This design comes from an exercise in tuning for small area, a short achievable clock period and few clock cycles on the open sky130 flow, not from production work. Function was checked by simulation only, so behaviour that the tests miss may differ from the original.

<file path="flow/design.v">
`timescale 1ns / 1ps
`default_nettype none
package rbp_pkg;
    typedef logic signed [15:0] t_coord16;
    typedef logic        [2:0]  t_cfg_idx;
    typedef logic        [15:0] t_cfg_data;
    typedef logic        [2:0]  t_seg_num;
    localparam t_cfg_idx CFG_RAIL_LEFT   = 3'd0;
    localparam t_cfg_idx CFG_RAIL_RIGHT  = 3'd1;
    localparam t_cfg_idx CFG_RAIL_TOP    = 3'd2;
    localparam t_cfg_idx CFG_RAIL_BOTTOM = 3'd3;
    localparam t_cfg_idx CFG_GAIN        = 3'd4;
    localparam t_cfg_idx CFG_SPEED_LIMIT = 3'd5;
    localparam t_cfg_idx CFG_PREVIEW     = 3'd6;
    localparam logic signed [15:0] RST_RAIL_LEFT   = 16'sd0;
    localparam logic signed [15:0] RST_RAIL_RIGHT  = 16'sd16383;
    localparam logic signed [15:0] RST_RAIL_TOP    = 16'sd0;
    localparam logic signed [15:0] RST_RAIL_BOTTOM = 16'sd8191;
    localparam logic        [11:0] RST_GAIN        = 12'd256;
    localparam logic        [15:0] RST_SPEED_LIMIT = 16'd16000;
    typedef logic [2:0] t_hit;
    localparam t_hit HIT_NONE   = 3'd0;
    localparam t_hit HIT_LEFT   = 3'd1;
    localparam t_hit HIT_RIGHT  = 3'd2;
    localparam t_hit HIT_TOP    = 3'd3;
    localparam t_hit HIT_BOTTOM = 3'd4;
    typedef logic [1:0] t_dst;
    localparam t_dst DST_CX = 2'd2;
    localparam t_dst DST_CY = 2'd3;
endpackage
`default_nettype wire
`timescale 1ns / 1ps
`default_nettype none
module ray_bounce_path_in_box (
    input  wire                 i_clk,
    input  wire                 i_rst_n,
    input  wire                 i_cfg_we,
    input  rbp_pkg::t_cfg_idx   i_cfg_idx,
    input  rbp_pkg::t_cfg_data  i_cfg_data,
    input  wire                 i_in_valid,
    output logic                o_in_stall,
    input  rbp_pkg::t_coord16   i_start_x,
    input  rbp_pkg::t_coord16   i_start_y,
    input  rbp_pkg::t_coord16   i_aim_x,
    input  rbp_pkg::t_coord16   i_aim_y,
    output logic                o_out_valid,
    input  wire                 i_out_stall,
    output rbp_pkg::t_coord16   o_seg_start_x,
    output rbp_pkg::t_coord16   o_seg_start_y,
    output rbp_pkg::t_coord16   o_seg_end_x,
    output rbp_pkg::t_coord16   o_seg_end_y,
    output rbp_pkg::t_seg_num   o_segment_number,
    output logic                o_over_speed,
    output logic                o_last_segment
);
    localparam logic [33:0] K_RST = 34'd256000000;   
    localparam logic [4:0] S_IDLE = 5'd0;
    localparam logic [4:0] S_SQ1  = 5'd1;
    localparam logic [4:0] S_SQ2  = 5'd2;
    localparam logic [4:0] S_SQ3  = 5'd3;
    localparam logic [4:0] S_NODV = 5'd4;
    localparam logic [4:0] S_PREP = 5'd5;
    localparam logic [4:0] S_MUL  = 5'd6;
    localparam logic [4:0] S_XM1  = 5'd7;
    localparam logic [4:0] S_XM2  = 5'd8;
    localparam logic [4:0] S_XM3  = 5'd9;
    localparam logic [4:0] S_XCMP = 5'd10;
    localparam logic [4:0] S_DIV  = 5'd11;
    localparam logic [4:0] S_FIN  = 5'd12;
    localparam logic [4:0] S_REFL = 5'd13;
    localparam logic [4:0] S_RW   = 5'd14;
    localparam logic [4:0] S_KA   = 5'd15;
    localparam logic [4:0] S_KB   = 5'd16;
    localparam logic [4:0] S_KC   = 5'd17;
    localparam logic [4:0] S_KD1  = 5'd18;
    localparam logic [4:0] S_KE1  = 5'd19;
    localparam logic [4:0] S_KD2  = 5'd20;
    localparam logic [4:0] S_KE2  = 5'd21;
    function automatic logic signed [15:0] sat16(input logic signed [21:0] v);
        if (v > 22'sd32767) begin
            sat16 = 16'sh7fff;
        end else if (v < -22'sd32768) begin
            sat16 = 16'sh8000;
        end else begin
            sat16 = v[15:0];
        end
    endfunction
    function automatic logic [15:0] mag17(input logic signed [16:0] v);
        mag17 = v[16] ? 16'(-v) : v[15:0];
    endfunction
    function automatic logic [1:0] rank17(input logic signed [16:0] v);
        rank17 = v[16] ? 2'd0 : ((v == 17'sd0) ? 2'd1 : 2'd2);
    endfunction
    logic signed [15:0] r_cl, r_cr, r_ct, r_cb;
    logic [11:0]        r_gain;
    logic [15:0]        r_lim;
    logic               r_prev;
    always_ff @(posedge i_clk) begin
        if (!i_rst_n) begin
            r_cl   <= rbp_pkg::RST_RAIL_LEFT;
            r_cr   <= rbp_pkg::RST_RAIL_RIGHT;
            r_ct   <= rbp_pkg::RST_RAIL_TOP;
            r_cb   <= rbp_pkg::RST_RAIL_BOTTOM;
            r_gain <= rbp_pkg::RST_GAIN;
            r_lim  <= rbp_pkg::RST_SPEED_LIMIT;
            r_prev <= 1'b1;
        end else if (i_cfg_we) begin
            case (i_cfg_idx)
                rbp_pkg::CFG_RAIL_LEFT:   r_cl   <= i_cfg_data;
                rbp_pkg::CFG_RAIL_RIGHT:  r_cr   <= i_cfg_data;
                rbp_pkg::CFG_RAIL_TOP:    r_ct   <= i_cfg_data;
                rbp_pkg::CFG_RAIL_BOTTOM: r_cb   <= i_cfg_data;
                rbp_pkg::CFG_GAIN:        r_gain <= i_cfg_data[11:0];
                rbp_pkg::CFG_SPEED_LIMIT: r_lim  <= i_cfg_data;
                rbp_pkg::CFG_PREVIEW:     r_prev <= i_cfg_data[0];
                default: ;
            endcase
        end
    end
    logic w_kwrite;
    assign w_kwrite = i_cfg_we && ((i_cfg_idx == rbp_pkg::CFG_GAIN) ||
                                   (i_cfg_idx == rbp_pkg::CFG_SPEED_LIMIT));
    logic [4:0]         r_st;
    logic               r_stall;
    logic               r_finacc;            
    logic               r_pend;              
    logic               r_c_fin, r_c_sq2;    
    logic               r_c_sq3, r_c_nodv;
    logic               r_c_pmul;            
    logic               r_c_pdiv;            
    logic signed [15:0] r_sx, r_sy, r_ex, r_ey;
    logic               r_pxn, r_pyn;        
    logic [2:0]         r_k;
    logic               r_over;
    logic [1:0]         r_ovs;               
    logic [15:0]        r_ma, r_mb;          
    logic [32:0]        r_prod;              
    logic [32:0]        r_p1;                
    logic [15:0]        r_dd;                
    logic [17:0]        r_dd3;               
    logic               r_qneg;              
    logic               r_ovf;               
    logic               r_skip;              
    logic [1:0]         r_cnt;
    logic               r_side;              
    logic               r_xright;            
    logic               r_ybot;              
    logic               r_p1neg, r_p2neg;    
    logic               r_testr;             
    logic               r_rdet, r_rval;      
    logic               r_ftop, r_fbot, r_flft, r_frgt;   
    logic [33:0]        r_kth;
    logic               r_kexact, r_kdirty, r_ksat;
    logic [1:0]         r_kchunk;
    logic               r_ov;
    logic signed [15:0] r_osx, r_osy, r_oex, r_oey;
    logic [2:0]         r_ok;
    logic               r_oover, r_olast;
    logic [32:0] w_mul;
    assign w_mul = 33'(r_ma * r_mb);
    logic [31:0] w_dstep;
    always_comb begin
        logic [15:0] rr, zz;
        logic [17:0] x;
        logic [18:0] t1, t2, t3;
        rr = r_prod[31:16];
        zz = r_prod[15:0];
        for (int j = 0; j < 2; j++) begin
            x  = {rr, zz[15:14]};
            t1 = {1'b0, x} - {3'b0, r_dd};
            t2 = {1'b0, x} - {2'b0, r_dd, 1'b0};
            t3 = {1'b0, x} - {1'b0, r_dd3};
            zz = {zz[13:0], 2'b00};
            if (!t3[18]) begin
                rr = t3[15:0];
                zz[1:0] = 2'd3;
            end else if (!t2[18]) begin
                rr = t2[15:0];
                zz[1:0] = 2'd2;
            end else if (!t1[18]) begin
                rr = t1[15:0];
                zz[1:0] = 2'd1;
            end else begin
                rr = x[15:0];
            end
        end
        w_dstep = {rr, zz};
    end
    logic w_top, w_bot, w_lft, w_rgt, w_tbo;
    logic signed [15:0] w_y;
    logic signed [16:0] w_dx, w_dy, w_ysy, w_tsy, w_bsy, w_lsx, w_rsx;
    logic [15:0] w_adx, w_ady;
    logic [1:0]  w_rkp, w_rkl, w_rkr;
    logic        w_ldet, w_lval, w_rdet, w_rval;
    logic        w_dxz, w_dyz;
    logic signed [21:0] w_asum;
    logic w_q3top, w_q3bot;
    assign w_q3top = (r_ct != 16'sh8000) && (w_asum < 22'(r_ct));
    assign w_q3bot = (r_cb != 16'sh7fff) && (w_asum > 22'(r_cb));
    always_ff @(posedge i_clk) begin
        r_ftop <= r_c_sq3 ? w_q3top : (r_ey < r_ct);
        r_fbot <= r_c_sq3 ? w_q3bot : (r_ey > r_cb);
        r_flft <= r_ex < r_cl;
        r_frgt <= r_ex > r_cr;
    end
    assign w_top = r_ftop;
    assign w_bot = r_fbot;
    assign w_lft = r_flft;
    assign w_rgt = r_frgt;
    assign w_tbo = w_top || w_bot;
    assign w_y   = w_top ? r_ct : r_cb;
    assign w_dx  = 17'(r_ex) - 17'(r_sx);
    assign w_dy  = 17'(r_ey) - 17'(r_sy);
    assign w_adx = mag17(w_dx);
    assign w_ady = mag17(w_dy);
    assign w_dxz = (r_ex == r_sx);
    assign w_dyz = (r_ey == r_sy);
    assign w_tsy = 17'(r_ct) - 17'(r_sy);
    assign w_bsy = 17'(r_cb) - 17'(r_sy);
    assign w_ysy = w_top ? w_tsy : w_bsy;
    assign w_lsx = 17'(r_cl) - 17'(r_sx);
    assign w_rsx = 17'(r_cr) - 17'(r_sx);
    logic w_dxn, w_dyn, w_ysn, w_ysz, w_tsn, w_tsz, w_bsn, w_bsz, w_lsn, w_lsz, w_rsn, w_rsz;
    assign w_dxn = r_ex < r_sx;
    assign w_dyn = r_ey < r_sy;
    assign w_tsn = r_ct < r_sy;
    assign w_tsz = r_ct == r_sy;
    assign w_bsn = r_cb < r_sy;
    assign w_bsz = r_cb == r_sy;
    assign w_ysn = w_top ? w_tsn : w_bsn;
    assign w_ysz = w_top ? w_tsz : w_bsz;
    assign w_lsn = r_cl < r_sx;
    assign w_lsz = r_cl == r_sx;
    assign w_rsn = r_cr < r_sx;
    assign w_rsz = r_cr == r_sx;
    assign w_rkp = (w_ysz || w_dxz) ? 2'd1 : ((w_ysn ^ w_dxn ^ w_dyn) ? 2'd0 : 2'd2);
    assign w_rkl = w_lsn ? 2'd0 : (w_lsz ? 2'd1 : 2'd2);
    assign w_rkr = w_rsn ? 2'd0 : (w_rsz ? 2'd1 : 2'd2);
    assign w_ldet = !((w_rkp == w_rkl) && (w_rkp != 2'd1));
    assign w_lval = w_rkp < w_rkl;
    assign w_rdet = !((w_rkp == w_rkr) && (w_rkp != 2'd1));
    assign w_rval = w_rkp > w_rkr;
    logic [1:0] w_hk;
    logic       w_hright;       
    always_comb begin
        w_hright = 1'b0;
        if (!w_tbo) begin
            w_hk     = (w_lft || w_rgt) ? 2'd1 : 2'd0;
            w_hright = !w_lft;
        end else if (w_dyz) begin
            w_hk     = (w_lft || w_rgt) ? 2'd1 : 2'd2;
            w_hright = !w_lft;
        end else if (w_ldet && w_lval) begin
            w_hk = 2'd1;
        end else if (w_ldet && w_rdet) begin
            w_hk     = w_rval ? 2'd1 : 2'd2;
            w_hright = 1'b1;
        end else begin
            w_hk = 2'd3;
        end
    end
    logic w_skside, w_sktb, w_tbskip;
    assign w_skside = (w_ady[15:12] == 4'd0) &&
                      (w_hright ? (!w_rsn && w_rgt) : ((w_lsn || w_lsz) && w_lft));
    assign w_sktb   = (w_adx[15:12] == 4'd0) &&
                      (w_top ? (w_tsn || w_tsz) : (!w_bsn && w_bot));
    assign w_tbskip = r_p1[31:12] < {4'b0, w_ady};
    logic w_mlt, w_mgt, w_lt, w_gt, w_sidehit;
    assign w_mlt = r_p1 < r_prod;
    assign w_mgt = r_p1 > r_prod;
    assign w_lt  = r_p1neg ? w_mgt : w_mlt;
    assign w_gt  = r_p1neg ? w_mlt : w_mgt;
    assign w_sidehit = r_testr ? w_gt : w_lt;
    logic [15:0] w_alsx, w_arsx, w_aysy, w_amsel;
    logic        w_nmsel;
    assign w_alsx = mag17(w_lsx);
    assign w_arsx = mag17(w_rsx);
    assign w_aysy = mag17(w_ysy);
    always_comb begin
        case (r_st)
            S_PREP: begin
                w_amsel = (w_hk == 2'd1) ? (w_hright ? w_arsx : w_alsx) : w_aysy;
                w_nmsel = (w_hk == 2'd1) ? (w_hright ? w_rsx[16] : w_lsx[16]) : w_ysy[16];
            end
            S_XM1: begin
                w_amsel = r_testr ? w_arsx : w_alsx;
                w_nmsel = r_testr ? w_rsx[16] : w_lsx[16];
            end
            default: begin
                w_amsel = w_arsx;
                w_nmsel = w_rsx[16];
            end
        endcase
    end
    logic [15:0] w_d3src;
    logic [17:0] w_d3;
    always_comb begin
        case (r_st)
            S_MUL:   w_d3src = r_dd;
            S_XM2:   w_d3src = w_adx;
            S_KC:    w_d3src = 16'(r_gain);
            default: w_d3src = w_ady;
        endcase
    end
    assign w_d3 = {2'b0, w_d3src} + {1'b0, w_d3src, 1'b0};
    logic signed [15:0] w_xc, w_yr;
    assign w_xc = r_xright ? r_cr : r_cl;
    assign w_yr = r_ybot ? r_cb : r_ct;
    logic signed [15:0] w_rfx, w_rfl;
    assign w_rfx = w_hright ? r_cr : r_cl;
    assign w_rfl = sat16(22'((18'(r_side ? w_xc : w_yr) <<< 1) -
                             18'(r_side ? r_ex : r_ey)));
    logic               w_fin, w_rb, w_aneg;
    logic [19:0]        w_av;
    logic signed [15:0] w_abase, w_res;
    assign w_fin   = r_c_fin;
    assign w_rb    = w_fin ? ({r_prod[31:16], 1'b0} >= {1'b0, r_dd}) : r_prod[7];
    assign w_av    = w_fin ? {4'b0, r_prod[15:0]} : r_prod[27:8];
    assign w_aneg  = w_fin ? r_qneg : (r_c_sq2 ? r_pxn : r_pyn);
    assign w_abase = (w_fin ? r_side : !r_c_sq2) ? r_sy : r_sx;
    logic signed [21:0] w_asum0, w_asum1;
    assign w_asum0 = 22'(w_abase) + (w_aneg ? ~{2'b0, w_av} : {2'b0, w_av});
    assign w_asum1 = 22'(w_abase) + (w_aneg ? ~{2'b0, w_av} : {2'b0, w_av}) + 22'sd1;
    assign w_asum  = (w_aneg ^ w_rb) ? w_asum1 : w_asum0;
    assign w_res   = (w_fin && r_ovf) ? (r_qneg ? 16'sh8000 : 16'sh7fff) : sat16(w_asum);
    logic w_ovnow;
    logic [33:0] w_psq;
    assign w_psq   = {1'b0, r_p1} + {1'b0, r_prod};
    assign w_ovnow = (r_ovs == 2'd0) ? r_over :
                     ((w_psq > r_kth) || (r_kexact && (w_psq == r_kth)));
    logic signed [16:0] w_px, w_py;
    assign w_px = 17'(i_start_x) - 17'(i_aim_x);
    assign w_py = 17'(i_start_y) - 17'(i_aim_y);
    logic w_ofree;
    assign w_ofree = !r_ov || !i_out_stall;
    logic w_acc;
    assign w_acc = i_in_valid && !o_in_stall;
    logic w_none_comb;
    assign w_none_comb = !(r_ey < r_ct) && !(r_ey > r_cb) && !(r_ex < r_cl) && !(r_ex > r_cr);
    logic w_lastnext;
    assign w_lastnext = (r_k == 3'd7) || !(r_ftop || r_fbot || r_flft || r_frgt);
    always_ff @(posedge i_clk) begin : seq
        logic [4:0] nst;
        logic       nkdirty;
        if (!i_rst_n) begin
            r_st     <= S_IDLE;
            r_stall  <= 1'b0;
            r_c_fin  <= 1'b0;
            r_c_sq2  <= 1'b0;
            r_c_sq3  <= 1'b0;
            r_c_nodv <= 1'b0;
            r_c_pmul <= 1'b0;
            r_c_pdiv <= 1'b0;
            r_finacc <= 1'b0;
            r_pend   <= 1'b0;
            r_ov     <= 1'b0;
            r_ovs    <= 2'd0;
            r_kth    <= K_RST;
            r_kexact <= 1'b1;
            r_kdirty <= 1'b0;
        end else begin
            nst     = r_st;
            nkdirty = r_kdirty || w_kwrite;
            if (r_ov && !i_out_stall) begin
                r_ov <= 1'b0;
            end
            if (r_ovs == 2'd1) begin
                r_over <= w_ovnow;
                r_ovs  <= 2'd0;
            end
            case (r_st)
                S_IDLE: begin
                    if (r_kdirty) begin
                        nst = S_KA;
                    end else if (w_acc && r_prev) begin
                        r_k <= 3'd0;
                        nst = S_SQ1;
                    end
                end
                S_SQ1: begin
                    if (r_pend) begin
                        if (w_ofree) begin
                            r_ov    <= 1'b1;
                            r_pend  <= 1'b0;
                            r_k     <= 3'd0;
                        end
                    end
                    if (!r_pend || w_ofree) begin
                        r_mb <= r_p1[15:0];
                        nst  = S_SQ2;
                    end
                end
                S_SQ2: begin
                    r_ex   <= w_res;
                    r_ma   <= r_p1[31:16];
                    r_mb   <= r_p1[31:16];
                    nst    = S_SQ3;
                end
                S_SQ3: begin
                    r_ey   <= w_res;
                    r_p1   <= w_mul;
                    r_ma   <= r_p1[15:0];
                    r_mb   <= r_p1[15:0];
                    nst    = S_PREP;
                end
                S_PREP: begin
                    if (r_ovs == 2'd2) begin
                        r_ovs <= 2'd1;
                    end
                    r_ybot <= !w_top;
                    case (w_hk)
                        2'd0: begin
                            if (w_ofree && r_ovs != 2'd2) begin
                                r_ov    <= 1'b1;
                                nst     = S_IDLE;
                                if (w_acc && r_prev) begin
                                    r_k <= 3'd0;
                                    nst = S_SQ1;
                                end
                            end
                        end
                        2'd1: begin
                            if (w_dxz) begin
                                r_side   <= 1'b1;
                                r_xright <= w_hright;
                                nst      = S_NODV;
                            end else begin
                                r_side   <= 1'b1;
                                r_xright <= w_hright;
                                r_ma     <= w_amsel;
                                r_mb     <= w_skside ? {w_ady[11:0], 4'b0} : w_ady;
                                r_skip   <= w_skside;
                                r_dd     <= w_adx;
                                r_qneg   <= w_nmsel ^ w_dy[16] ^ w_dx[16];
                                nst      = S_MUL;
                            end
                        end
                        2'd2: begin
                            if (w_dyz) begin
                                r_side <= 1'b0;
                                nst    = S_NODV;
                            end else begin
                                r_side <= 1'b0;
                                r_ma   <= w_amsel;
                                r_mb   <= w_sktb ? {w_adx[11:0], 4'b0} : w_adx;
                                r_skip <= w_sktb;
                                r_dd   <= w_ady;
                                r_qneg <= w_nmsel ^ w_dx[16] ^ w_dy[16];
                                nst    = S_MUL;
                            end
                        end
                        default: begin
                            r_ma    <= w_amsel;
                            r_mb    <= w_adx;
                            r_p1neg <= (w_rkp == 2'd0);
                            r_testr <= w_ldet;     
                            r_rdet  <= w_rdet;
                            r_rval  <= w_rval;
                            nst     = S_XM1;
                        end
                    endcase
                end
                S_MUL: begin
                    r_dd3  <= w_d3;
                    r_cnt  <= r_skip ? 2'd1 : 2'd0;
                    if (r_skip) begin
                        r_ovf <= 1'b0;
                    end
                    nst    = S_DIV;
                end
                S_XM1: begin
                    r_ma    <= w_amsel;
                    r_mb    <= w_ady;
                    r_p2neg <= w_nmsel;
                    nst     = S_XM2;
                end
                S_XM2: begin
                    r_p1   <= r_prod;
                    r_dd   <= w_adx;
                    r_dd3  <= w_d3;
                    nst    = S_XCMP;
                end
                S_XM3: begin
                    nst    = S_XCMP;
                end
                S_XCMP: begin
                    r_cnt <= '0;
                    if (w_sidehit) begin
                        r_side       <= 1'b1;
                        r_xright     <= r_testr;
                        r_qneg       <= r_p2neg ^ w_dy[16] ^ w_dx[16];
                        r_ovf        <= r_prod[31:16] >= r_dd;
                        r_prod[31:0] <= w_dstep;
                        r_cnt        <= 2'd1;
                        nst          = S_DIV;
                    end else if (!r_testr && !r_rdet) begin
                        r_testr <= 1'b1;
                        r_ma    <= w_amsel;
                        r_mb    <= w_ady;
                        r_p2neg <= w_nmsel;
                        nst     = S_XM3;
                    end else if (!r_testr && r_rval) begin
                        r_side   <= 1'b1;
                        r_xright <= 1'b1;
                        r_ma     <= w_amsel;
                        r_mb     <= w_ady;
                        r_skip   <= 1'b0;
                        r_qneg   <= w_nmsel ^ w_dy[16] ^ w_dx[16];
                        nst      = S_MUL;
                    end else begin
                        r_side <= 1'b0;
                        r_prod <= w_tbskip ? {1'b0, r_p1[27:0], 4'b0} : r_p1;
                        r_cnt  <= w_tbskip ? 2'd1 : 2'd0;
                        if (w_tbskip) begin
                            r_ovf <= 1'b0;
                        end
                        r_dd   <= w_ady;
                        r_dd3  <= w_d3;
                        r_qneg <= r_p1neg;
                        nst    = S_DIV;
                    end
                end
                S_DIV: begin
                    if (r_cnt == 2'd0) begin
                        r_ovf <= r_prod[31:16] >= r_dd;
                    end
                    if (r_cnt == 2'd1) begin
                        if (r_side) begin
                            r_ex <= w_rfl;
                        end else begin
                            r_ey <= w_rfl;
                        end
                    end
                    r_cnt        <= r_cnt + 2'd1;
                    if (r_cnt == 2'd3) begin
                        nst = S_FIN;
                    end
                end
                S_FIN: begin
                    if (w_ofree) begin
                        r_ov    <= 1'b1;
                        r_sx    <= r_side ? w_xc : w_res;
                        r_sy    <= r_side ? w_res : w_yr;
                        r_k     <= r_k + 3'd1;
                        nst     = (r_k == 3'd7) ? S_IDLE : S_PREP;
                        if (w_acc && r_prev) begin
                            r_pend <= (r_k != 3'd7);
                            nst    = S_SQ1;
                        end
                    end
                end
                S_NODV: begin
                    if (w_ofree) begin
                        r_ov  <= 1'b1;
                        r_sx  <= r_side ? w_xc : r_ex;
                        r_sy  <= r_side ? r_ey : w_yr;
                        r_k   <= r_k + 3'd1;
                        nst   = (r_k == 3'd7) ? S_IDLE : S_REFL;
                    end
                end
                S_REFL: begin
                    if (r_side) begin
                        r_ex <= w_rfl;
                    end else begin
                        r_ey <= w_rfl;
                    end
                    nst = S_RW;
                end
                S_RW: nst = S_PREP;
                S_KA: begin
                    r_ma   <= r_lim;
                    r_mb   <= r_lim;
                    nst    = S_KB;
                end
                S_KB: begin
                    nst = S_KC;
                end
                S_KC: begin
                    if (r_lim == 16'd0) begin
                        r_kth     <= '0;
                        nkdirty   = 1'b0;
                    end
                    r_kexact <= 1'b1;
                    r_ex     <= r_prod[31:16];
                    r_ey     <= r_prod[15:0];
                    r_dd     <= 16'(r_gain);
                    r_dd3    <= w_d3;
                    r_sx     <= '0;
                    r_sy     <= '0;
                    r_ksat   <= 1'b0;
                    r_kchunk <= 2'd0;
                    r_prod   <= {17'd0, r_prod[31:16]};
                    r_cnt    <= '0;
                    nst      = (r_lim == 16'd0) ? S_IDLE : S_KD1;
                end
                S_KD1, S_KD2: begin
                    r_cnt        <= r_cnt + 2'd1;
                    if (r_cnt == 2'd3) begin
                        nst = (r_st == S_KD1) ? S_KE1 : S_KE2;
                    end
                end
                S_KE1: begin
                    r_sx   <= r_prod[31:16];
                    r_prod <= {1'b0, r_sy, r_prod[15:0]};
                    nst    = S_KD2;
                end
                S_KE2: begin
                    r_sy     <= r_prod[31:16];
                    if (r_kchunk == 2'd2 && (r_sx != 16'd0 || r_prod[31:16] != 16'd0)) begin
                        r_kexact <= 1'b0;
                    end
                    r_kth    <= {r_kth[17:0], r_prod[15:0]};
                    r_kchunk <= r_kchunk + 2'd1;
                    if (r_kchunk == 2'd0 && r_prod[15:2] != 14'd0) begin
                        r_ksat <= 1'b1;
                    end
                    if (r_kchunk == 2'd2) begin
                        if (r_ksat) begin
                            r_kth <= '1;
                        end
                        nkdirty = 1'b0;
                        nst     = S_IDLE;
                    end else begin
                        r_prod <= {1'b0, r_sx, (r_kchunk == 2'd0) ? r_ey : 16'h0000};
                        nst    = S_KD1;
                    end
                end
                default: nst = S_IDLE;
            endcase
            if (w_acc && r_prev) begin
                r_sx  <= i_start_x;
                r_sy  <= i_start_y;
                r_p1  <= {1'b0, mag17(w_px), mag17(w_py)};
                r_pxn <= w_px[16];
                r_pyn <= w_py[16];
                r_ma  <= 16'(r_gain);
                r_mb  <= mag17(w_px);
                r_ovs <= 2'd2;
            end
            if (w_kwrite) begin
                nkdirty = 1'b1;
                if (r_st >= S_KA) begin
                    nst = S_KA;
                end
            end
            if (r_c_pdiv) begin
                r_prod[31:0] <= w_dstep;
            end
            if (r_c_pmul) begin
                r_prod <= w_mul;
            end
            r_c_fin  <= (nst == S_FIN);
            r_c_sq2  <= (nst == S_SQ2);
            r_c_sq3  <= (nst == S_SQ3);
            r_c_nodv <= (nst == S_NODV);
            r_c_pmul <= (nst == S_SQ1) || (nst == S_SQ2) || (nst == S_MUL) || (nst == S_XM1) ||
                        ((nst == S_PREP) && (r_st == S_SQ3)) ||
                        (nst == S_XM2) || (nst == S_XM3) || (nst == S_KB);
            r_c_pdiv <= (nst == S_DIV) || (nst == S_KD1) || (nst == S_KD2);
            r_st     <= nst;
            r_kdirty <= nkdirty;
            r_finacc <= ((nst == S_FIN) && w_lastnext) ||
                        ((nst == S_PREP) && (r_st != S_SQ3) && w_none_comb);
            r_stall  <= !((nst == S_IDLE) || ((nst == S_FIN) && w_lastnext) ||
                          ((nst == S_PREP) && (r_st != S_SQ3) && w_none_comb)) || nkdirty;
        end
    end
    always_ff @(posedge i_clk) begin
        if (w_ofree) begin
            r_osx   <= r_pend ? r_oex : r_sx;
            r_osy   <= r_pend ? r_oey : r_sy;
            r_oex   <= r_pend ? r_ex : (((r_c_fin || r_c_nodv) && r_side) ? w_xc :
                                        (r_c_fin ? w_res : r_ex));
            r_oey   <= r_pend ? r_ey : (((r_c_fin || r_c_nodv) && !r_side) ? w_yr :
                                        (r_c_fin ? w_res : r_ey));
            r_ok    <= r_k;
            r_oover <= r_pend ? r_over : w_ovnow;
            r_olast <= (r_c_fin || r_c_nodv) ? (r_k == 3'd7) : 1'b1;
        end
    end
    assign o_in_stall       = r_stall || (r_finacc && r_ov);
    assign o_out_valid      = r_ov;
    assign o_seg_start_x    = r_osx;
    assign o_seg_start_y    = r_osy;
    assign o_seg_end_x      = r_oex;
    assign o_seg_end_y      = r_oey;
    assign o_segment_number = r_ok;
    assign o_over_speed     = r_oover;
    assign o_last_segment   = r_olast;
endmodule
`default_nettype wire
</file>
<file path="flow/run.sh">
#!/bin/bash
# synth_recipe.tcl (not shown) runs the flow's synth.tcl, then flattens the netlist and writes it again
# the make line also repeats each setting of config.mk as NAME=value (left out here)
make -C /OpenROAD-flow-scripts/flow DESIGN_CONFIG=/design/flow/config.mk WORK_HOME=/design/flow/orfs CLKGATE_MAP_FILE= SYNTH_SCRIPT=/design/flow/synth_recipe.tcl finish
</file>
<file path="flow/config.mk">
export PLATFORM = sky130hd
export DESIGN_NAME = ray_bounce_path_in_box
export DESIGN_NICKNAME = ray_bounce_path_in_box
export VERILOG_FILES = /design/flow/design.v
export SDC_FILE = /design/flow/constraint.sdc
export NUM_CORES = 4
export LEC_CHECK = 0
export CAP_MARGIN = 20
export CORE_MARGIN = 2
export CORE_UTILIZATION = 40
export SETUP_SLACK_MARGIN = 5
export SLEW_MARGIN = 20
</file>
<file path="flow/constraint.sdc">
create_clock -name core_clock -period 12.5 [get_ports {i_clk}]
set_input_delay 2.5000 -clock core_clock [delete_from_list [all_inputs] [get_ports {i_clk}]]
set_output_delay 2.5000 -clock core_clock [all_outputs]
set_load 0.01 [all_outputs]
</file>
==> impl_metrics.toml, run 1 <==
[run_status]
status = "timing/DRC/antenna clean"

[place]
io_buffer_count = 158
gp_congestion = 1.107
dp_hpwl_um = 249800
dpl_cell_area_um2 = 61240

[die]
start_util_pct = 40.24
dieArea_um2 = 145100
die_h_um = 381.0
rows = 138
dieWidth_um = 381.0
placeableCoreArea_um2 = 141200
ioPinCount = 159

[sta]
worst_slew_pin_slew_ns = 1.287
min_period_ns = 7.355
clock.fmax_ghz = 0.1360
timing_hold_violations_final = 0
drv_slew = 0
rsz0062_at_grt = "yes"
fin_skew_ns = 0.07393
hold_slack_ns = 0.4686
slew_headroom_pct = 13.56
timing.final.crit_share_pct = 58.84
tns_ns = 0
finalSetupViolCount = 0

[critical_path]
worstPathMaxFanout = 25
required_ns = 12.95
worstSetupPathType = "flip-flop to flip-flop"
path_buf_inv = 1
crit_path_cell_trace = "buf_4, mux2i_1, xor2_1, ha_1, or4_1, o32ai_1, xor2_1, nor4b_2, nand3_1, nor2_1, nand3_1, xnor2_2, a31o_4, a21boi_1, o221ai_1, a21o_1"
r2r_slack_ns = 5.15
arrival_ns = 7.80
crit_path_end_kind = "flip-flop"
critPathLaunchType = "flip-flop"
crit_family = "compound AO/OA/AOI/OAI gates"
crit_cells = 16
critPathMaxStageDelay_ns = 0.82
r2r_cells = 16
crit_path_top_delay_cell = "mux2i_1"

[logic_synthesis]
synth_cells = 7058
synth_edf_count = 287
yosysWarnings = 1
synthDistinctLibCells = 110
synth_ff_type = "edfxtp_1"
synth_area_um2 = 56840
yosysTopAreaCell = "edfxtp_1"
synth_seq_area_share_pct = 20.45
synth_top_cell_area_share_pct = 15.16
ys_ff_latch = 437
synth.area.top_cells = "edfxtp_1, ha_1, fa_1"
avgSynthCellArea_um2 = 8.053
synthArstFlopShare_pct = 0
syn_nets = 8005

[clock_tree]
cts.sinks = 437
ctsLongestPathBuffers = 3
tritoncts = "done"
cts.clk_slew.worst_paths_ns = 0.06
cts_hold_buf = 0
htreeDepth = 2
clkLatencyLatePin_ns = 0.74
numCtsBuffers = 59
root_buffer = "clkbuf_16"

[worst_hold_path]
hold_class = "flip-flop to flip-flop"
hold_depth = 2

[flow_run]
max_cap_viol_count = 0

[route]
wl_um = 314200
via_per_inst = 6.469
wl_per_cell_um = 34.02
route.vias.total = 59733
ant_nets = 0
drt_iter0_drc = 8078
drt_pre_antenna_iters = 8
drc_errors = 0

[layout]
multi_input_area_um2 = 41930
register_area_um2 = 11620
drive_above_1_share_pct = 8.667
syn_to_final_growth_pct = 13.93
n_fill_cell = 14153
final_area_um2 = 64750
finalNetCount = 8223

[grt]
grt-ovfl-total = 0
grt_pass1_vias = 55492
grt_max_degree = 70
grt_first_pass_wirelength_um = 431400
antenna_found_initial = 39
grt_usage_pct = 41.83
timing repair:
| action | CTS | global route |
|---|---|---|
| setup buffers | 4 | 106 |
| endpoints found under the setup margin | 162 | 199 |
| pin swaps | 2 | 4 |
| gates cloned | 0 | 0 |
| gates resized for setup | 15 | 38 |
synth_stat cells (18+ instances only):
cell type,number
a2111oi_0,18
a211o_1,38
a211oi_1,67
a21boi_0,134
a21o_1,166
a21oi_1,454
a221oi_1,88
a222oi_1,18
a22oi_1,44
a31oi_1,72
and2_1,135
and3_1,53
buf_1,21
clkbuf_1,287
dfxtp_1,150
edfxtp_1,287
fa_1,212
ha_1,647
inv_1,638
mux2_2,29
mux2i_1,115
nand2_1,803
nand2b_1,80
nand3_1,123
nand4_1,86
nor2_1,473
nor2b_1,80
nor3_1,129
nor4_1,61
o211ai_1,108
o21a_1,76
o21ai_0,445
o21bai_1,38
o221ai_1,39
o22ai_1,35
o31ai_1,36
or2_2,33
or3_1,49
xnor2_1,223
xor2_1,148
layer usage:
layer | wire length (µm) | up-vias | part of all wire (%) | global-route usage, %
li1 | - | 25921 | - | -
met1 | 131100 | 29263 | 42 | 56.99
met2 | 125000 | 3706 | 40 | 59.05
met3 | 37680 | 829 | 12 | 12.56
met4 | 20230 | 14 | 6.4 | 21.91
met5 | 94 | - | 0.030 | 0
worst register-to-register path, stage by stage, from the launching register on:
cell      delay, ns
dfxtp_2        0.67
buf_4          0.60
mux2i_1        0.83
xor2_1         0.19
ha_1           0.30
or4_1          0.54
o32ai_1        0.40
xor2_1         0.24
nor4b_2        0.47
nand3_1        0.26
nor2_1         0.41
nand3_1        0.21
xnor2_2        0.37
a31o_4         0.44
a21boi_1       0.51
o221ai_1       0.37
a21o_1         0.27
state kept, by name (all words and copies together) (netlist names), 18 cells and up:
| signal | count |
|---|---|
| r_prod | 33 |
| r_dd3 | 18 |
| r_p1 | 33 |
| r_kth | 34 |
final timing paths:
path                                start        end
worst max-delay path              r_c_fin   r_ex[11]
worst min-delay path            r_kth[28]  r_kth[28]
worst max register to register    r_c_fin   r_ex[11]
worst min register to register  r_kth[28]  r_kth[28]
final cells by class:
type	count	share of cell area, %
timing repair buffer	476	6.542
inverter	642	3.735
sequential	437	17.95
clock buffer	72	2.487
tap	1890	3.652
clock inverter	40	0.8096
antenna	17	0.06570
multi-input combinational	5660	64.76
cell usage in the layout (no fill, tap or decap), types with 122 or more instances in the layout:
cell type,instances
edfxtp_1,287
xnor2_1,216
xor2_1,147
nand3_1,122
clkdlybuf4s50_1,157
o21ai_0,439
inv_1,634
a21o_1,166
nor2_1,463
ha_1,646
nand2_1,801
nor3_1,124
buf_4,292
and2_1,135
a21oi_1,446
fa_1,212
dfxtp_1,147
a21boi_0,130
logic make-up (layout without fill, tap and decap cells):
kind of cell	Yosys count	in the layout	synth area share (%)
AO/OA/AOI/OAI	2076	2076	24.49
XOR/XNOR	373	373	5.774
adder cells (fa/ha/maj)	859	859	21.71
buffers and inverters	961	1230	6.419
flip-flops	437	437	20.45
multiplexers	144	144	2.600
other	0	17	0
AND/OR/NAND/NOR	2208	2208	18.56
metrics by stage:
step | setup slack, ns | util, % | instances
after floorplan | 5.640 | - | 7058
after global placement | 4.283 | 43.34 | 8990
after detailed placement | 4.218 | 43.36 | 8991
after CTS | 4.942 | 44.93 | 9107
after global routing | 4.904 | 45.82 | 9217
final | 5.145 | 45.85 | 9234
Testbench counts, summed over its fixed seeds: cycles 17,728.
==> inputs of run 2 (changes only) <==
--- a/flow/config.mk
+++ b/flow/config.mk
@@ -6,4 +6,5 @@
 export NUM_CORES = 4
 export LEC_CHECK = 0
+export ABC_AREA = 1
 export CAP_MARGIN = 20
 export CORE_MARGIN = 2
==> run 2 against run 1 <==
  * Global-route usage up 1.2 points
  * Worst hold slack got worse by 0.0047 ns
  * Via count is 11% higher
  * Highest routed layer unchanged
  * Register-to-register slack worse by 0.07 ns
  * Die area grew 4.9%
  * Worst setup slack lost 0.070 ns
  * Clock-buffer cell count increased by 1
==> impl_metrics.toml, run 2 <==
[clock_tree]
cts.sinks = 437
clkLatencyLatePin_ns = 0.77
cts_hold_buf = 0
cts.clk_slew.worst_paths_ns = 0.07
tritoncts = "done"
root_buffer = "clkbuf_16"
ctsLongestPathBuffers = 3
htreeDepth = 2
numCtsBuffers = 61

[route]
drt_pre_antenna_iters = 8
ant_nets = 0
route.vias.total = 66570
drt_iter0_drc = 10300
wl_per_cell_um = 30.85
drc_errors = 0
wl_um = 338000
via_per_inst = 6.076

[logic_synthesis]
synth_ff_type = "edfxtp_1"
ys_ff_latch = 437
synth_area_um2 = 59650
avgSynthCellArea_um2 = 6.730
synth_most_common_cell = "nand2_1"
synth_edf_count = 287
synth_top_cell_area_share_pct = 14.45
yosysWarnings = 1
synth_cells = 8864
synthArstFlopShare_pct = 0
synth_seq_area_share_pct = 19.48
yosysTopAreaCell = "edfxtp_1"
synthTopCellsByCount = "nand2_1, inv_1, o21ai_0, a21oi_1, ha_1"
syn_nets = 9811
synthDistinctLibCells = 78
synth.area.top_cells = "edfxtp_1, nand2_1, ha_1"

[critical_path]
arrival_ns = 7.86
critPathLaunchType = "flip-flop"
worstSetupPathType = "flip-flop to flip-flop"
crit_path_end_kind = "flip-flop"
worst_path_most_repeated_cell = "nand2_1"
crit_path_top_delay_cell = "clkinvlp_2"
required_ns = 12.93
critPathMaxStageDelay_ns = 0.76
worstPathMaxFanout = 33

[grt]
grt_usage_pct = 43.06
grt-ovfl-total = 0
grt_first_pass_wirelength_um = 464600
antenna_found_initial = 45
grt_pass1_vias = 60248
grt_max_degree = 87

[layout]
n_fill_cell = 15617
top_register = "r_kth"
syn_to_final_growth_pct = 10.85
layout_common_cells = "nand2_1, inv_1, o21ai_0"
finalNetCount = 9897
largest_reg_flops = 34
register_area_um2 = 11630
final_common_cell = "nand2_1"
multi_input_area_um2 = 41610
reg.largest.list = "r_kth x34, r_p1 x33, r_prod x33"
drive_above_1_share_pct = 5.643
utilization_pct = 44.73

[sta]
rsz0062_at_grt = "yes"
clock.fmax_ghz = 0.1347
drv_slew = 0
worst_slew_pin_slew_ns = 1.348
min_period_ns = 7.425
fin_skew_ns = 0.07210
slew_headroom_pct = 9.861
timing.final.crit_share_pct = 59.40
finalSetupViolCount = 0
tns_ns = 0
timing_hold_violations_final = 0

[die]
dieWidth_um = 390.2
die_h_um = 390.2
rows = 141
placeableCoreArea_um2 = 147800
dieArea_um2 = 152200
ioPinCount = 159
start_util_pct = 40.35

[run_status]
status = "timing/DRC/antenna clean"

[place]
gp_congestion = 1.111
dp_hpwl_um = 273300
io_buffer_count = 158

[flow_run]
max_cap_viol_count = 0

[worst_hold_path]
hold_class = "flip-flop to flip-flop"
## run 2: changes by cell type after synthesis, moves of 115 or more
cell	previous run	this run
inv_1	638	1313
nand3_1	123	417
xnor2_1	223	86
o21ai_0	445	774
nand2_1	803	2211
a21o_1	166	30
and2_1	135	3
mux2i_1	115	0
a21oi_1	454	748
a21boi_0	134	6
## run 2: what timing repair did
item,CTS,global route
resized for setup,0,16
cloned,0,1
setup endpoints to repair,16,71
buffers inserted,1,22
pin swaps,1,0
## run 2: final timing paths
check / from / to / depth (start not counted) / slack, ns
setup reg to reg: r_ey[0] / r_prod[5] / 30 / 5.07
hold / removal: r_kth[20] / r_kth[20] / 2 / 0.46
setup / recovery: r_ey[0] / r_prod[5] / 30 / 5.07
hold reg to reg: r_kth[20] / r_kth[20] / 2 / 0.46
## run 2: metrics by stage
stage / instance area [µm²] / instances / worst slack [ns] / hold slack, ns
after floorplan: 59650 / 8864 / 5.237 / 0.4236
after global placement: 63400 / 10789 / 5.247 / 0.4457
after detailed placement: 63430 / 10791 / 5.048 / 0.4457
after CTS: 65670 / 10908 / 5.016 / 0.4605
after global routing: 66070 / 10934 / 4.986 / 0.4874
final: 66120 / 10956 / 5.075 / 0.4640
## run 2: kinds of logic (layout without fill, tap and decap cells)
kind of cell	after synthesis	after routing	synth area share [%]
AND/OR/NAND/NOR	3612	3612	25.52
AO/OA/AOI/OAI	1979	1979	18.54
buffers and inverters	1666	1805	11.13
adder cells (fa/ha/maj)	859	859	20.69
flip-flops	437	437	19.48
XOR/XNOR	310	310	4.627
multiplexers	1	1	0.01888
other	0	23	0
## run 2: routing by layer
layer	vias up	GRT usage [%]	routed length, µm
li1	29590	-	-
met1	31969	60.66	143500
met2	4220	57.36	128100
met3	761	13.93	44990
met4	30	23.15	21310
met5	-	0	189
## run 2: area by class of cell
type,count,area share [%]
Multi-Input combinational cell,6761,62.93
Sequential cell,437,17.58
Inverter,1347,7.686
Timing Repair Buffer,341,4.691
Tap cell,1930,3.652
Clock buffer,73,2.471
Clock inverter,43,0.8875
Antenna cell,23,0.08704
Timing Repair inverter,1,0.007569
## run 2: worst max-delay path, delay by kind of cell (launching register included)
kind            cells  cell delay, ns
compound gates      5            0.67
xor+xnor            1            0.23
fa+ha+maj           3            1.02
buf+inv             6            1.91
flops               1            0.43
simple gates       15            2.78
==> inputs of run 3 (changes only) <==
--- a/flow/design.v
+++ b/flow/design.v
@@ -399,5 +399,4 @@
                 S_SQ3: begin
                     r_ey   <= w_res;
-                    r_p1   <= w_mul;
                     r_ma   <= r_p1[15:0];
                     r_mb   <= r_p1[15:0];
@@ -406,4 +405,5 @@
                 S_PREP: begin
                     if (r_ovs == 2'd2) begin
+                        r_p1  <= r_prod;
                         r_ovs <= 2'd1;
                     end
@@ -654,5 +654,5 @@
             r_c_sq3  <= (nst == S_SQ3);
             r_c_nodv <= (nst == S_NODV);
-            r_c_pmul <= (nst == S_SQ1) || (nst == S_SQ2) || (nst == S_MUL) || (nst == S_XM1) ||
+            r_c_pmul <= (nst == S_SQ1) || (nst == S_SQ2) || (nst == S_SQ3) || (nst == S_MUL) || (nst == S_XM1) ||
                         ((nst == S_PREP) && (r_st == S_SQ3)) ||
                         (nst == S_XM2) || (nst == S_XM3) || (nst == S_KB);
--- a/flow/config.mk
+++ b/flow/config.mk
@@ -6,5 +6,4 @@
 export NUM_CORES = 4
 export LEC_CHECK = 0
-export ABC_AREA = 1
 export CAP_MARGIN = 20
 export CORE_MARGIN = 2
==> run 3 against run 2 <==
  * Clock-buffer cell count up 12
  * Worst hold slack worse by 0.0028 ns
  * Non-clock buffer count up 113
  * Register-to-register slack worse by 0.08 ns
==> impl_metrics.toml, run 3 <==
[run_status]
status = "timing/DRC/antenna clean"

[grt]
grt_first_pass_wirelength_um = 414400
grt_usage_pct = 39.74
antenna_found_initial = 33
grt_pass1_vias = 55295
grt_max_degree = 75
grt-ovfl-total = 0

[clock_tree]
cts.clk_slew.worst_paths_ns = 0.06
root_buffer = "clkbuf_16"
clkLatencyLatePin_ns = 0.75
ctsLongestPathBuffers = 3
cts.sinks = 437
htreeDepth = 2
tritoncts = "done"
cts_hold_buf = 0
numCtsBuffers = 58

[sta]
min_period_ns = 7.507
tns_ns = 0
slew_headroom_pct = 11.67
drv_slew = 0
hold_slack_ns = 0.4612
clock.fmax_ghz = 0.1332
rsz0062_at_grt = "yes"
worst_slack_ns = 4.993
finalSetupViolCount = 0
worst_slew_pin_slew_ns = 1.319
timing_hold_violations_final = 0
fin_skew_ns = 0.08245
timing.final.crit_share_pct = 60.05

[critical_path]
crit_cells = 17
arrival_ns = 7.85
critPathMaxStageDelay_ns = 1.06
path_buf_inv = 0
required_ns = 12.84
crit_family = "compound AO/OA/AOI/OAI gates"
reg2reg_from = "r_ybot"
r2r_cells = 17
critPathLaunchType = "flip-flop"
crit_path_cell_trace = "mux2i_1, and2_1, a21oi_1, fa_1, a21o_1, a21o_1, a2111o_1, nand2_1, a211o_1, a41oi_1, or4b_2, or4_1, o211ai_1, o31ai_1, and2_1, a31oi_1, o221ai_1"
worstPathMaxFanout = 16
crit_path_end_kind = "flip-flop"
worstSetupPathType = "flip-flop to flip-flop"
cp-startpoint = "r_ybot"
crit_path_top_delay_cell = "a31oi_1"

[logic_synthesis]
synth_most_common_cell = "nand2_1"
synth_edf_count = 287
synthTopCellsByCount = "nand2_1, ha_1, inv_1, a21oi_1, o21ai_0"
synthDistinctLibCells = 99
synth.area.top_cells = "edfxtp_1, ha_1, fa_1"
synth_area_um2 = 56600
synth_ff_type = "edfxtp_1"
yosysTopAreaCell = "edfxtp_1"
ys_ff_latch = 437
synth_top_cell_area_share_pct = 15.23
synthArstFlopShare_pct = 0
yosysWarnings = 1
syn_nets = 7988
synth_cells = 7041
avgSynthCellArea_um2 = 8.038
synth_seq_area_share_pct = 20.53

[layout]
reg.largest.list = "r_kth x34, r_p1 x33, r_prod x33"
layout_common_cells = "nand2_1, ha_1, inv_1"
final_common_cell = "nand2_1"
finalNetCount = 8183
syn_to_final_growth_pct = 13.46
largest_reg_flops = 34
top_register = "r_kth"
utilization_pct = 45.52
final_cells = 9191
final_area_um2 = 64210
drive_above_1_share_pct = 8.002

[route]
wl_per_cell_um = 32.41
drt_pre_antenna_iters = 9
wl_um = 297900
drt_iter0_drc = 8144
drc_errors = 0
via_per_inst = 6.483
route.vias.total = 59584
ant_nets = 0

[flow_run]
max_cap_viol_count = 0

[place]
dp_hpwl_um = 234800
dpl_cell_area_um2 = 61040
place_ws_ns = 4.157
gp_congestion = 1.075
placedCellCount = 8967
io_buffer_count = 158

[die]
die_h_um = 380.2
rows = 138
start_util_pct = 40.12
dieArea_um2 = 144500
dieWidth_um = 380.2
ioPinCount = 159
placeableCoreArea_um2 = 141100

[worst_hold_path]
hold_class = "flip-flop to flip-flop"
min_from = "r_kth[19]"
hold_depth = 2
==> run 3: changes by cell type in the layout (fill, tap and decap cells not counted), moves of 140 or more <==
| cell | before | now |
|---|---|---|
| xnor2_1 | 85 | 237 |
| nand2_1 | 2210 | 832 |
| a21oi_1 | 748 | 487 |
| inv_1 | 1311 | 637 |
| nand3_1 | 417 | 104 |
| o21ai_0 | 761 | 474 |
| and2_1 | 3 | 143 |
==> run 3: final cells by class <==
cell class                 count  area (µm²)
fill                       13993       76860
timing repair buffer         454        3940
clock buffer                  85        1687
clock inverter                25       280.3
tap                         1890        2365
multi-input combinational   5638       41820
inverter                     647        2456
sequential                   437       11620
antenna                       15       37.54
==> run 3: tightest hold or removal path: cells and delay by family, from the launching register on <==
| family | cells | cell delay (ns) |
|---|---|---|
| AO/OA/AOI/OAI | 1 | 0.06 |
| flip-flops | 1 | 0.31 |
| AND/OR/NAND/NOR | 1 | 0.05 |
==> run 3: routing by layer <==
| metal | global-route usage (%) | up-vias | part of all wire [%] | routed length, µm |
|---|---|---|---|---|
| met5 | 0.7275 | - | 0.11 | 324 |
| met4 | 29.44 | 26 | 9.1 | 27250 |
| met3 | 10.67 | 1051 | 11 | 34200 |
| met2 | 58.19 | 3849 | 41 | 122600 |
| met1 | 49.94 | 28853 | 38 | 113500 |
| li1 | - | 25805 | - | - |
==> run 3: logic make-up (layout without fill, tap and decap cells) <==
logic type / Yosys count / count (layout) / synth area share, %
and+or+nand+nor: 2167 / 2167 / 18.20
AOI/OAI and AO/OA: 2094 / 2094 / 24.57
buffers and inverters: 966 / 1211 / 6.451
adders and majority gates: 860 / 860 / 21.82
DFF: 437 / 437 / 20.53
xor gates and xnor gates: 370 / 370 / 5.750
muxes: 147 / 147 / 2.668
other: 0 / 15 / 0
==> run 3: path summary, 6_finish.rpt <==
check,slack (ns),to
setup / recovery,4.99,r_ex[11]
hold / removal,0.46,r_kth[19]
setup reg to reg,4.99,r_ex[11]
hold reg to reg,0.46,r_kth[19]
==> run 3: repair_timing <==
action / in CTS / in global routing
pin swaps: 1 / 5
setup buffers: 55 / 39
endpoints found under the setup margin: 131 / 145
gates resized for setup: 18 / 49
Testbench counts of run 3, summed over its fixed seeds: cycles 17,728.

-- re-timing with driven ports --
The flow's constraints put no driver on any port. The routed layouts listed below were extracted and timed again, unchanged, in two steps.
Step 1: set_driving_cell puts a clkbuf_16 on i_clk and a buf_2 on each other input, an assumption about the parent block.
Step 2, shift: input delay + t, output delay - t, t = (earliest + latest rising clock arrival at the registers) / 2. This alone moves slack from input paths to output paths.
a / b / c = ideal ports / drivers / drivers and shift; a / b = the first two.
run | t (ns) | slack for setup (ns) | worst setup path after step 2 | clock arrival spread, ns | cell pins on the clock port's net
run 1 | 0.789 | 5.145 / 5.145 / 4.524 | input to register | 0.075 / 0.075 | 1
run 2 | 0.821 | 5.075 / 5.075 / 5.075 | register to register | 0.072 / 0.072 | 1
run 3 | 0.793 | 4.993 / 4.993 / 4.988 | input to register | 0.083 / 0.082 | 1
After both steps every run listed still meets setup and hold. For run 1, which loses most, drivers alone change the setup slack by 0.000 ns; drivers and shift together by -0.621 ns.
